Background: an optimization exercise with open tools, aiming at small area, a short achievable clock period and few clock cycles. Do not read the settings as production practice. RTL that was checked went through simulation tests only; none was proved equivalent to the original. Power is estimated from default activity; no workload was simulated.

xenon:
==> flow/design.v (excerpt) <==
module base58_encoder_unit #(
    parameter int MAX_BYTES   = b58enc_pkg::MAX_BYTES_DEF,
    parameter int DIGIT_SLOTS = b58enc_pkg::DIGIT_SLOTS_DEF,
    parameter int STEP_BITS   = 4
) (
    input  logic                          i_clk,
    input  logic                          i_rst_n,
    input  logic                          i_in_valid,
    output logic                          o_in_ready,
    input  logic [b58enc_pkg::BYTE_W-1:0] i_in_data_byte,
    input  logic                          i_in_last_byte,
    output logic                          o_out_valid,
    input  logic                          i_out_ready,
    output logic [b58enc_pkg::CHAR_W-1:0] o_out_char,
    output logic                          o_out_last_char,
    output logic                          o_out_overflow
);
    localparam int ND  = 44;                     
    localparam int DW  = b58enc_pkg::DIGIT_W;
  ...
Size in the first run: ~24 I/O pins, about 0.031 sq mm of cells after synthesis.
Settings: LEC_CHECK=0, ABC_AREA=1, CAP_MARGIN=20, CORE_MARGIN=2, CORE_UTILIZATION=40, SLEW_MARGIN=20; clock period 12.0 ns.
standard.sh (not shown) runs the stock make flow with config.mk's settings and CLKGATE_MAP_FILE= SYNTH_SCRIPT=/design/flow/synth_recipe.tcl, a recipe that flattens the netlist after the stock synthesis.
==> flow/flow/run.sh <==
#!/bin/bash
# standard layout, except for how synthesis maps the logic: ABC runs the script in
# flow/abc_area.script (more restructuring before an area-oriented mapping), and the
# adder extraction that would fix xor/and pairs as half-adder cells before ABC is off;
# the synthesis passes before that, the registers and every later step are ORFS's own
set -euo pipefail
WORK=$(pwd)
rm -rf "$WORK/scripts_abc"
cp -r "$FLOW_HOME/scripts" "$WORK/scripts_abc"
cp "$WORK/flow/abc_area.script" "$WORK/scripts_abc/abc_area.script"
bash standard.sh SCRIPTS_DIR="$WORK/scripts_abc" ADDER_MAP_FILE= synth > "$WORK/synth.log" 2>&1
bash standard.sh > "$WORK/layout.log" 2>&1
==> flow/flow/abc_area.script <==
strash
dc2
balance
rewrite
refactor
balance
rewrite
rewrite -z
balance
refactor -z
rewrite -z
balance
dch -f
map -a -B 0.9
topo
stime -c
buffer -c
upsize -c
dnsize -c
The final layout from xenon, which completed every stage, passed the timing, design-rule and antenna checks at the end of the flow.
[inputs] pepper vs xenon
- CTS_BUF_LIST now sky130_fd_sc_hd__clkbuf_4, previously not set
- In the reports for xenon and pepper, the smaller critical path depth belongs to pepper.
- The final layouts of xenon and pepper pass the timing, design-rule and antenna checks.
- r_dig[3][2]$_DFF_P_ as the last element of the critical path was reported by pepper, and r_dig[3][4]$_DFF_P_ by xenon.
- Portion of the clock cycle consumed by the worst path in the final layout: xenon vs pepper — no meaningful difference
- From xenon to pepper the numbers moved as follows: final count of pins violating max slew did not really move; routed length on met1 now sits lower; area growth from synthesis to layout decreased by 0.54 points relative to the old numbers; y dimension of the die roughly the same; clock network latency to the later pin of the worst-skew pair saw an increase.
Input changes introduced in sierra (baseline for comparison: pepper):
==> flow/flow/run.sh <==
#!/bin/bash
# standard layout, except that synthesis maps the logic with the ABC script in
# flow/abc_area.script (more restructuring before an area-oriented mapping);
# everything else, including the synthesis passes before ABC, is ORFS's own
set -euo pipefail
WORK=$(pwd)
rm -rf "$WORK/scripts_abc"
cp -r "$FLOW_HOME/scripts" "$WORK/scripts_abc"
cp "$WORK/flow/abc_area.script" "$WORK/scripts_abc/abc_area.script"
bash standard.sh SCRIPTS_DIR="$WORK/scripts_abc" synth > "$WORK/synth.log" 2>&1
bash standard.sh > "$WORK/layout.log" 2>&1
[summary]
Comparing pepper and sierra, the higher first-iteration DRC count was measured on pepper. Diff pepper and sierra: relative area change from synthesis to final layout higher in pepper. Number of tapcells, sierra vs pepper: down slightly.
Function was not checked in any run of this note: the RTL went through the layout flow alone.


Another version of the RTL of base58_encoder_unit (not shown whole).
Size in the first run: about 4800 cells after synthesis, about 24 I/O pins, roughly 0.032 mm2 of cells after synthesis.
clock: 12.0 ns
lec_check: 0
abc_area: 1
cap_margin: 20
core_margin: 2
core_utilization: 40
slew_margin: 20
==> flow/flow/run.sh <==
#!/bin/bash
# standard layout, except that synthesis maps the logic with the ABC script in
# flow/abc_area.script (more restructuring before an area-oriented mapping);
# everything else, including the synthesis passes before ABC, is ORFS's own
set -euo pipefail
WORK=$(pwd)
rm -rf "$WORK/scripts_abc"
cp -r "$FLOW_HOME/scripts" "$WORK/scripts_abc"
cp "$WORK/flow/abc_area.script" "$WORK/scripts_abc/abc_area.script"
bash standard.sh SCRIPTS_DIR="$WORK/scripts_abc" synth > "$WORK/synth.log" 2>&1
bash standard.sh SETUP_SLACK_MARGIN=8.3 > "$WORK/layout.log" 2>&1
Scripts as last shown in full above: flow/flow/abc_area.script
Testbench counts at the start, summed over its fixed seeds: cycles 8,391.
Change:
--- a/flow/flow/run.sh
+++ b/flow/flow/run.sh
@@ -11 +11 @@
-bash standard.sh SETUP_SLACK_MARGIN=8.3 > "$WORK/layout.log" 2>&1
+bash standard.sh > "$WORK/layout.log" 2>&1
The changed run completed with no timing, DRC or antenna violations.
Wire length goes down by 6.1%.
First-iteration DRC count came out higher by 4.1%.
Via count falls by 3.1%.
Utilization shrinks by 5.3 points.
Sequential share of layout area is higher by 2.1 points.
Power falls by 11%.


Another version of the RTL of base58_encoder_unit (not shown whole).
For scale: about 4,600 cells after synthesis, about 400 flip-flops.
==> flow/design.v (excerpt) <==
module base58_encoder_unit #(
    parameter int MAX_BYTES   = b58enc_pkg::MAX_BYTES_DEF,
    parameter int DIGIT_SLOTS = b58enc_pkg::DIGIT_SLOTS_DEF,
    parameter int STEP_BITS   = 4
) (
    input  logic                          i_clk,
    input  logic                          i_rst_n,
    input  logic                          i_in_valid,
    output logic                          o_in_ready,
    input  logic [b58enc_pkg::BYTE_W-1:0] i_in_data_byte,
    input  logic                          i_in_last_byte,
    output logic                          o_out_valid,
    input  logic                          i_out_ready,
    output logic [b58enc_pkg::CHAR_W-1:0] o_out_char,
    output logic                          o_out_last_char,
    output logic                          o_out_overflow
);
    localparam int ND  = 44;                     
    localparam int DW  = b58enc_pkg::DIGIT_W;
    localparam int CW  = b58enc_pkg::CHAR_W;
    localparam int BYW = b58enc_pkg::BYTE_W;
    localparam int BW  = $clog2(MAX_BYTES + 1);
    localparam int NCH = BYW / STEP_BITS;
    localparam int NW  = $clog2(NCH + 1);
  ...
export LEC_CHECK = 0
export ABC_AREA = 1
export CAP_MARGIN = 20
export CORE_MARGIN = 2
export CORE_UTILIZATION = 40
export SLEW_MARGIN = 20
create_clock -name core_clock -period 12.0 [get_ports {i_clk}]
==> flow/flow/run.sh <==
#!/bin/bash
# standard layout, except:
# - synthesis maps the logic with the ABC script in flow/abc_area.script (more
#   restructuring before an area-oriented mapping); the synthesis passes before ABC and
#   the registers are ORFS's own
# - the port buffers that placement puts on every input and output are buf_2 cells
#   rather than the delay-buffer cells buffer_ports picks by default
# each tool's output goes to a log of its own here
set -euo pipefail
WORK=$(pwd)
rm -rf "$WORK/scripts_abc"
cp -r "$FLOW_HOME/scripts" "$WORK/scripts_abc"
cp "$WORK/flow/abc_area.script" "$WORK/scripts_abc/abc_area.script"
bash standard.sh SCRIPTS_DIR="$WORK/scripts_abc" synth > "$WORK/synth.log" 2>&1
bash standard.sh BUFFER_PORTS_ARGS="-buffer_cell sky130_fd_sc_hd__buf_2" > "$WORK/layout.log" 2>&1
Scripts as last shown in full above: flow/flow/abc_area.script
Change:
==> flow/flow/run.sh (replaced) <==
#!/bin/bash
# standard layout, except that synthesis maps the logic with the ABC script in
# flow/abc_area.script (more restructuring before an area-oriented mapping);
# everything else, including the synthesis passes before ABC, is ORFS's own
set -euo pipefail
WORK=$(pwd)
rm -rf "$WORK/scripts_abc"
cp -r "$FLOW_HOME/scripts" "$WORK/scripts_abc"
cp "$WORK/flow/abc_area.script" "$WORK/scripts_abc/abc_area.script"
bash standard.sh SCRIPTS_DIR="$WORK/scripts_abc" synth > "$WORK/synth.log" 2>&1
bash standard.sh > "$WORK/layout.log" 2>&1
The changed run completed with no timing, DRC or antenna violations; setup slack is better by 0.11 ns; die area stays the same; cell area stays flat; hold slack improved by 0.0053 ns; total power shrinks slightly; fmax came out higher by a few percent; synthesized cell count stays the same; first-iteration DRC count went up by a few percent.
Function was not checked in any run of this note: the RTL went through the layout flow alone.


Setup of alpha:
base58_encoder_unit, a different RTL version from the one above (not shown whole).
For scale: roughly 24 I/O pins.
clock: 12.0 ns
lec_check: 0
abc_area: 1
cap_margin: 20
core_margin: 2
core_utilization: 40
cts_buf_list: sky130_fd_sc_hd__clkbuf_4
slew_margin: 20
==> flow/flow/run.sh <==
#!/bin/bash
# standard layout, except that synthesis maps the logic with the ABC script in
# flow/abc_area.script (more restructuring before an area-oriented mapping);
# everything else, including the synthesis passes before ABC, is ORFS's own
set -euo pipefail
WORK=$(pwd)
rm -rf "$WORK/scripts_abc"
cp -r "$FLOW_HOME/scripts" "$WORK/scripts_abc"
cp "$WORK/flow/abc_area.script" "$WORK/scripts_abc/abc_area.script"
bash standard.sh SCRIPTS_DIR="$WORK/scripts_abc" synth > "$WORK/synth.log" 2>&1
bash standard.sh > "$WORK/layout.log" 2>&1
Scripts as last shown in full above: flow/flow/abc_area.script
#### Input delta (beta over alpha)
==> flow/run.sh (new file) <==
#!/bin/bash
# synth_recipe.tcl (not shown) runs the flow's synth.tcl, then flattens the netlist and writes it again
# the make line also repeats each setting of config.mk as NAME=value (left out here)
make -C /OpenROAD-flow-scripts/flow DESIGN_CONFIG=/design/flow/config.mk WORK_HOME=/design/flow/orfs CLKGATE_MAP_FILE= SYNTH_SCRIPT=/design/flow/synth_recipe.tcl finish
removed: flow/flow/run.sh
removed: flow/flow/abc_area.script
removed: flow/standard.sh
[summary]
Each of the runs, namely alpha and beta, reached the end of the flow and came out clean. For the combined area of the multi-input logic cells, beta came in 12% higher than alpha did. Compared with alpha, in beta post-route non-filler standard cell count saw an increase; data arrival time at the worst-slack endpoint saw a decrease.
No run of this note included a check of the RTL's function; only the layout flow was run.


build 75:
base58_encoder_unit, a different RTL version from the one above (not shown whole).
Size in the first run: about 400 flip-flops, about 0.031 mm^2 of cells after synthesis.
export LEC_CHECK = 0
export ABC_AREA = 1
export CAP_MARGIN = 20
export CORE_MARGIN = 2
export CORE_UTILIZATION = 40
export CTS_BUF_LIST = sky130_fd_sc_hd__clkbuf_8
export CTS_CLUSTER_SIZE = 24
export SLEW_MARGIN = 20
create_clock -name core_clock -period 12.0 [get_ports {i_clk}]
==> flow/flow/run.sh <==
#!/bin/bash
# standard layout, except that synthesis maps the logic with the ABC script in
# flow/abc_area.script (more restructuring before an area-oriented mapping);
# everything else, including the synthesis passes before ABC, is ORFS's own
set -euo pipefail
WORK=$(pwd)
rm -rf "$WORK/scripts_abc"
cp -r "$FLOW_HOME/scripts" "$WORK/scripts_abc"
cp "$WORK/flow/abc_area.script" "$WORK/scripts_abc/abc_area.script"
bash standard.sh SCRIPTS_DIR="$WORK/scripts_abc" synth > "$WORK/synth.log" 2>&1
bash standard.sh > "$WORK/layout.log" 2>&1
==> flow/flow/abc_area.script <==
strash
dc2
balance
rewrite
refactor
balance
rewrite
rewrite -z
balance
refactor -z
rewrite -z
balance
dch -f
map -a -B 0.9
topo
stime -c
buffer -c
upsize -c
dnsize -c
diff inputs: build 75 => build 80
--- a/flow/config.mk
+++ b/flow/config.mk
@@ -11,4 +11,3 @@
 export CORE_UTILIZATION = 40
-export CTS_BUF_LIST = sky130_fd_sc_hd__clkbuf_8
-export CTS_CLUSTER_SIZE = 24
+export CTS_BUF_LIST = sky130_fd_sc_hd__clkbuf_4
 export SLEW_MARGIN = 20
==> comparison <==
Every stage of the flow completed for build 80, and the final layout passed the timing, design-rule and antenna checks.
The fraction of the cycle the final worst path needs on build 80 is in line with that on build 75.
Relative to build 75, global-route met3 utilization has increased by 0.54 points in build 80.
Clock buffer count in the final layout for build 80 is higher than for build 75.
Comparing build 80 with build 75, the core utilization came out essentially unchanged.
On proportion of cell area occupied by registers, build 80 tracks build 75 almost exactly.
Setup WNS build 75 -> build 80: worse
Compared with build 75, routed wirelength normalized by instance count in build 80 decreased slightly.
What build 35 does differently from build 80 at the input level:
--- a/flow/config.mk
+++ b/flow/config.mk
@@ -11,3 +11,2 @@
 export CORE_UTILIZATION = 40
-export CTS_BUF_LIST = sky130_fd_sc_hd__clkbuf_4
 export SLEW_MARGIN = 20
Findings:
- Data-path buffer share of cell area in the final layout of build 80 is on par with build 35.
- Compared with build 80, in build 35 required time of the critical path moved down; post-synth net total essentially unchanged; clock power share has increased.
- Build 35 finished every stage and its layout cleared the timing, design-rule and antenna checks.
Function was not checked in any run of this note: the RTL went through the layout flow alone.

separate check: timing with driven ports:
The results above use ideal ports. As a check the final layouts listed here were re-extracted and re-timed, cells and wires unchanged. Step 1 (the two cells are an assumption about what drives the block):
set clk [get_ports {i_clk}]
set_driving_cell -lib_cell sky130_fd_sc_hd__clkbuf_16 $clk
set_driving_cell -lib_cell sky130_fd_sc_hd__buf_2 [delete_from_list [all_inputs] $clk]
Step 2 moves the port delays by t, midway between the first and last clock arrival at a register: inputs arrive t later, outputs are due t later. That takes back most of the time a late clock gives input paths. Slacks: ideal / step 1 / step 2; pairs: ideal / step 1.
run	t (ns)	setup WS [ns]	hold slack, ns	clock arrival spread, ns	worst register clock-pin slew, ns
xenon	0.657	7.497 / 7.497 / 7.497	0.464 / 0.464 / 0.464	0.025 / 0.025	0.07 / 0.07
pepper	0.934	7.494 / 7.494 / 7.494	0.465 / 0.465 / 0.465	0.078 / 0.078	0.09 / 0.09
sierra	0.945	7.436 / 7.436 / 7.436	0.431 / 0.431 / 0.431	0.111 / 0.111	0.08 / 0.08
the first run of note 2	0.659	8.352 / 8.286 / 7.894	0.457 / 0.457 / 0.457	0.022 / 0.022	0.07 / 0.07
the second run of note 2	0.654	7.989 / 7.924 / 7.894	0.462 / 0.462 / 0.462	0.026 / 0.026	0.06 / 0.06
the first run of note 3	0.639	7.680 / 7.680 / 7.680	0.447 / 0.447 / 0.447	0.036 / 0.037	0.06 / 0.06
the second run of note 3	0.635	7.792 / 7.792 / 7.792	0.453 / 0.453 / 0.453	0.028 / 0.028	0.07 / 0.07
alpha	0.942	7.499 / 7.499 / 6.645	0.454 / 0.454 / 0.454	0.089 / 0.089	0.08 / 0.08
beta	0.946	7.662 / 7.602 / 7.401	0.464 / 0.464 / 0.464	0.102 / 0.102	0.08 / 0.08
build 75	0.730	7.374 / 7.374 / 7.374	0.455 / 0.455 / 0.455	0.049 / 0.049	0.07 / 0.07
build 80	0.921	7.359 / 7.359 / 7.359	0.442 / 0.442 / 0.442	0.107 / 0.108	0.07 / 0.07
build 35	0.639	7.398 / 7.398 / 7.398	0.459 / 0.459 / 0.459	0.025 / 0.026	0.07 / 0.07
After both steps setup and hold are still met in every run listed. The setup slack of alpha, which loses most, moves by 0.000 ns with the drivers and by -0.854 ns with both steps.
